Background: an optimization exercise with open tools, aiming at small area and a short achievable clock period. Do not read the settings as production practice.
Function was checked by simulation only, so behaviour that the tests miss may differ from the original.
Power and IR drop assume default switching activity.

==> v12: inputs <==
==> flow/design.v (excerpt) <==
module mul32_pipe (
    input  logic               clk,
    input  logic               rst_n,
    input  logic [31:0]        a,
    input  logic [31:0]        b,
    input  logic               mode,    
    output logic [31:0]        hi,
    output logic [31:0]        lo
);
export LEC_CHECK = 0
export ABC_AREA = 1
export CAP_MARGIN = 20
export CORE_MARGIN = 2
export CORE_UTILIZATION = 40
export SETUP_SLACK_MARGIN = 4.0
export SLEW_MARGIN = 20
create_clock -name core_clock -period 7.0 [get_ports {clk}]
run.sh (not shown) runs the stock make flow with config.mk's settings and CLKGATE_MAP_FILE= SYNTH_SCRIPT=/design/flow/synth_recipe.tcl, a recipe that flattens the netlist after the stock synthesis.
==> v37 (differences from v12) <==
SETUP_SLACK_MARGIN = 4.7   (was 4.0)
==> comparison <==
Between v37 and v12, the lower setup slack is in v12 (gap 0.14 ns).
Combinational power: v37 is larger than v12 (about 10%).
In v37 the sequential share of layout area is lower than in v12, by 3.7 points.
Synthesized cell count is the same in v37 and v12.

* * *

==> run a <==
mul32_pipe, a different RTL version from the one above (not shown whole).
clock: 7.0 ns
lec_check: 0
abc_area: 1
cap_margin: 20
core_margin: 2
core_utilization: 55
place_density: 0.75
setup_slack_margin: 4.4
slew_margin: 20
synth_hierarchical: 1
==> inputs of run b, as changes to run a <==
- CORE_UTILIZATION: 55 -> 40
- PLACE_DENSITY: 0.75 -> default
- SETUP_SLACK_MARGIN: 4.4 -> 4.6
==> impl_metrics.py <==
metrics = {
    "critical_path": {
        "cp_num_cells": 16,
        "crit_path_frequent_cell": "nand2_2",
        "cp_cell_sequence": "ha_4, nand2_2, nand2_2, nand2_2, nand2_2, nand2_2, nand3_4, nand2_4, nand2_8, nand2_8, nand2_8, buf_6, buf_6, buf_4, fa_2, inv_2",
    },
    "cts": {
        "clk_pin_slew_ns": 0.06,
    },
    "outcome": {
        "status": "timing/DRC/antenna clean",
    },
    "global_route": {
        "met2_usage": 0.3345,
    },
}
# the run above: run b

==> impl_metrics.py <==
metrics = {
    "cts": {
        "htree_num_levels": 3,
        "clk_pin_slew_ns": 0.07,
    },
    "outcome": {
        "status": "timing/DRC/antenna clean",
    },
    "global_route": {
        "met2_usage": 0.4233,
    },
    "critical_path": {
        "cp_cell_sequence": "clkinvlp_4, o22ai_1, xor2_1, fa_1, fa_1",
        "crit_path_frequent_cell": "fa_1",
    },
}
# the run above: run a


* * *

==> inputs of build 45 <==
Another version of the RTL of mul32_pipe (not shown whole).
make LEC_CHECK=0 ABC_AREA=1 CAP_MARGIN=20 CORE_MARGIN=2 CORE_UTILIZATION=55 CTS_CLUSTER_DIAMETER=80 CTS_CLUSTER_SIZE=30 PLACE_DENSITY=0.7 SETUP_SLACK_MARGIN=4.65 SLEW_MARGIN=20 SYNTH_HIERARCHICAL=1 finish   # period 7.0 ns
==> trial 93 (differences from build 45) <==
==> flow/flow/run.sh (new file) <==
#!/bin/bash
# Own flow: the standard layout (standard.sh, unchanged synthesis and
# steps), with the port buffers that placement inserts made plain buf_2
# cells instead of the delay-buffer cells buffer_ports picks by default.
# Repair still resizes them where timing needs it.
set -euo pipefail
cd "$(dirname "$0")/.."
export BUFFER_PORTS_ARGS="-buffer_cell sky130_fd_sc_hd__buf_2"
bash standard.sh finish > standard.log 2>&1
==> flow/standard.sh (new file) <==
#!/bin/bash
# synth_recipe.tcl (not shown) runs the flow's synth.tcl, then flattens the netlist and writes it again
# the make line also repeats each setting of config.mk as NAME=value (left out here)
make -C /OpenROAD-flow-scripts/flow DESIGN_CONFIG=/design/flow/config.mk WORK_HOME=/design/flow/orfs CLKGATE_MAP_FILE= SYNTH_SCRIPT=/design/flow/synth_recipe.tcl "${@:-finish}"
- SETUP_SLACK_MARGIN: 4.65 -> 4.55
removed: flow/run.sh
==> build 74 (differences from build 45) <==
==> flow/flow/run.sh (new file) <==
#!/bin/bash
# Own flow: the standard layout (standard.sh, unchanged synthesis and
# steps), with the port buffers that placement inserts made plain buf_2
# cells instead of the delay-buffer cells buffer_ports picks by default.
# Repair still resizes them where timing needs it.
set -euo pipefail
cd "$(dirname "$0")/.."
export BUFFER_PORTS_ARGS="-buffer_cell sky130_fd_sc_hd__buf_2"
bash standard.sh finish > standard.log 2>&1
==> flow/standard.sh (new file) <==
#!/bin/bash
# synth_recipe.tcl (not shown) runs the flow's synth.tcl, then flattens the netlist and writes it again
# the make line also repeats each setting of config.mk as NAME=value (left out here)
make -C /OpenROAD-flow-scripts/flow DESIGN_CONFIG=/design/flow/config.mk WORK_HOME=/design/flow/orfs CLKGATE_MAP_FILE= SYNTH_SCRIPT=/design/flow/synth_recipe.tcl "${@:-finish}"
- SETUP_SLACK_MARGIN: 4.65 -> 4.6
removed: flow/run.sh
==> comparison <==
- Sequential share of layout area, lowest first: build 45, build 74, trial 93.
- Via count, lowest first: build 74, build 45, trial 93.
- In build 74 the combinational power is higher than in trial 93, by about 4%.
- In area after synthesis, build 45 and trial 93 do not differ.
- Worst hold slack: trial 93 is higher than build 45 (0.0049 ns).
- Between trial 93 and build 45, the lower clock-buffer cell count is in build 45 (gap 5).
- Non-clock buffer count, lowest first: trial 93, build 74, build 45.
- Fmax: build 45 > build 74 > trial 93.
==> figures <==
| metric | trial 93 | build 45 | build 74 |
|---|---|---|---|
| Run status | complete, no violations | complete, no violations | complete, no violations |
| Dpl hpwl | 66100 um | 64100 um | 64700 um |
| Ratio of layout area to synthesized area | 1.094x | 1.116x | 1.100x |
| Number of fill cells | 5735 | 5770 | 5752 |
| Multi-input logic area | 22000 sq um | 22400 sq um | 22100 sq um |
| Clock network power share | 14.8% | 14.2% | 14.6% |
| Met1 layer usage reported by global route | 36.8% | 36.0% | 35.8% |
| Final estimated routing congestion in global placement | 0.898 | 0.881 | 0.882 |
| Critical-path cell with the highest stage delay | sky130_fd_sc_hd__dfxtp_2 | sky130_fd_sc_hd__fa_2 | sky130_fd_sc_hd__dfxtp_2 |
| Internal Dissipation | 12.8 mW | 13.0 mW | 13.0 mW |
| Detail-routed via count per cell | 5.87 | 5.80 | 5.79 |
| Post-route minimum period | 2.49 ns | 2.49 ns | 2.49 ns |
| Crit-path max cell delay | 0.34 ns | 0.59 ns | 0.34 ns |
| Setup skew after layout | 0.0408 ns | 0.0348 ns | 0.0432 ns |
| Critical hold path startpoint | p_q[5][59]$_DFF_P_ | p_q[6][8]$_DFF_P_ | p_q[4][13]$_DFF_P_ |
| Multi-input combinational area share | 49.7% | 49.4% | 49.6% |
| Detailed-routing wirelength on met1 | 40800 um | 40500 um | 40500 um |

## what the ideal ports hide
The flow's constraints put no driver on any port. The routed layouts listed below were extracted and timed again, unchanged, in two steps.
Step 1 sets driving cells, clkbuf_16 on the clock port and buf_2 on the other inputs (assumed; they add their load-dependent delay and slew).
Step 2 times the ports against the registers' clock, not the clock port: input delays grow and output delays shrink by t, the midpoint of the rising clock arrivals with the driver on.
Three values: ideal ports, drivers, drivers and shift; two values: the first two.
| run | t, ns | slack for setup (ns) | worst hold slack (ns) | worst register clock-pin slew, ns | worst slew at a driven data input, ns |
|---|---|---|---|---|---|
| v12 | 0.746 | 3.999 / 3.999 / 3.999 | 0.316 / 0.316 / 0.316 | 0.06 / 0.06 | 0.05 |
| v37 | 0.777 | 4.143 / 4.143 / 4.143 | 0.315 / 0.315 / 0.315 | 0.08 / 0.08 | 0.05 |
| run a | 0.718 | 4.348 / 4.348 / 3.965 | 0.322 / 0.322 / 0.322 | 0.07 / 0.07 | 0.09 |
| run b | 0.728 | 4.482 / 4.415 / 4.137 | 0.322 / 0.322 / 0.322 | 0.07 / 0.07 | 0.11 |
| build 45 | 0.675 | 4.515 / 4.460 / 4.281 | 0.320 / 0.320 / 0.320 | 0.11 / 0.11 | 0.06 |
| trial 93 | 0.694 | 4.508 / 4.437 / 4.472 | 0.325 / 0.325 / 0.325 | 0.11 / 0.11 | 0.07 |
| build 74 | 0.685 | 4.512 / 4.447 / 4.528 | 0.324 / 0.324 / 0.324 | 0.11 / 0.11 | 0.06 |
After both steps setup and hold are still met in every run listed. For run a, which loses most, drivers alone change the setup slack by 0.000 ns; drivers and shift together by -0.383 ns.
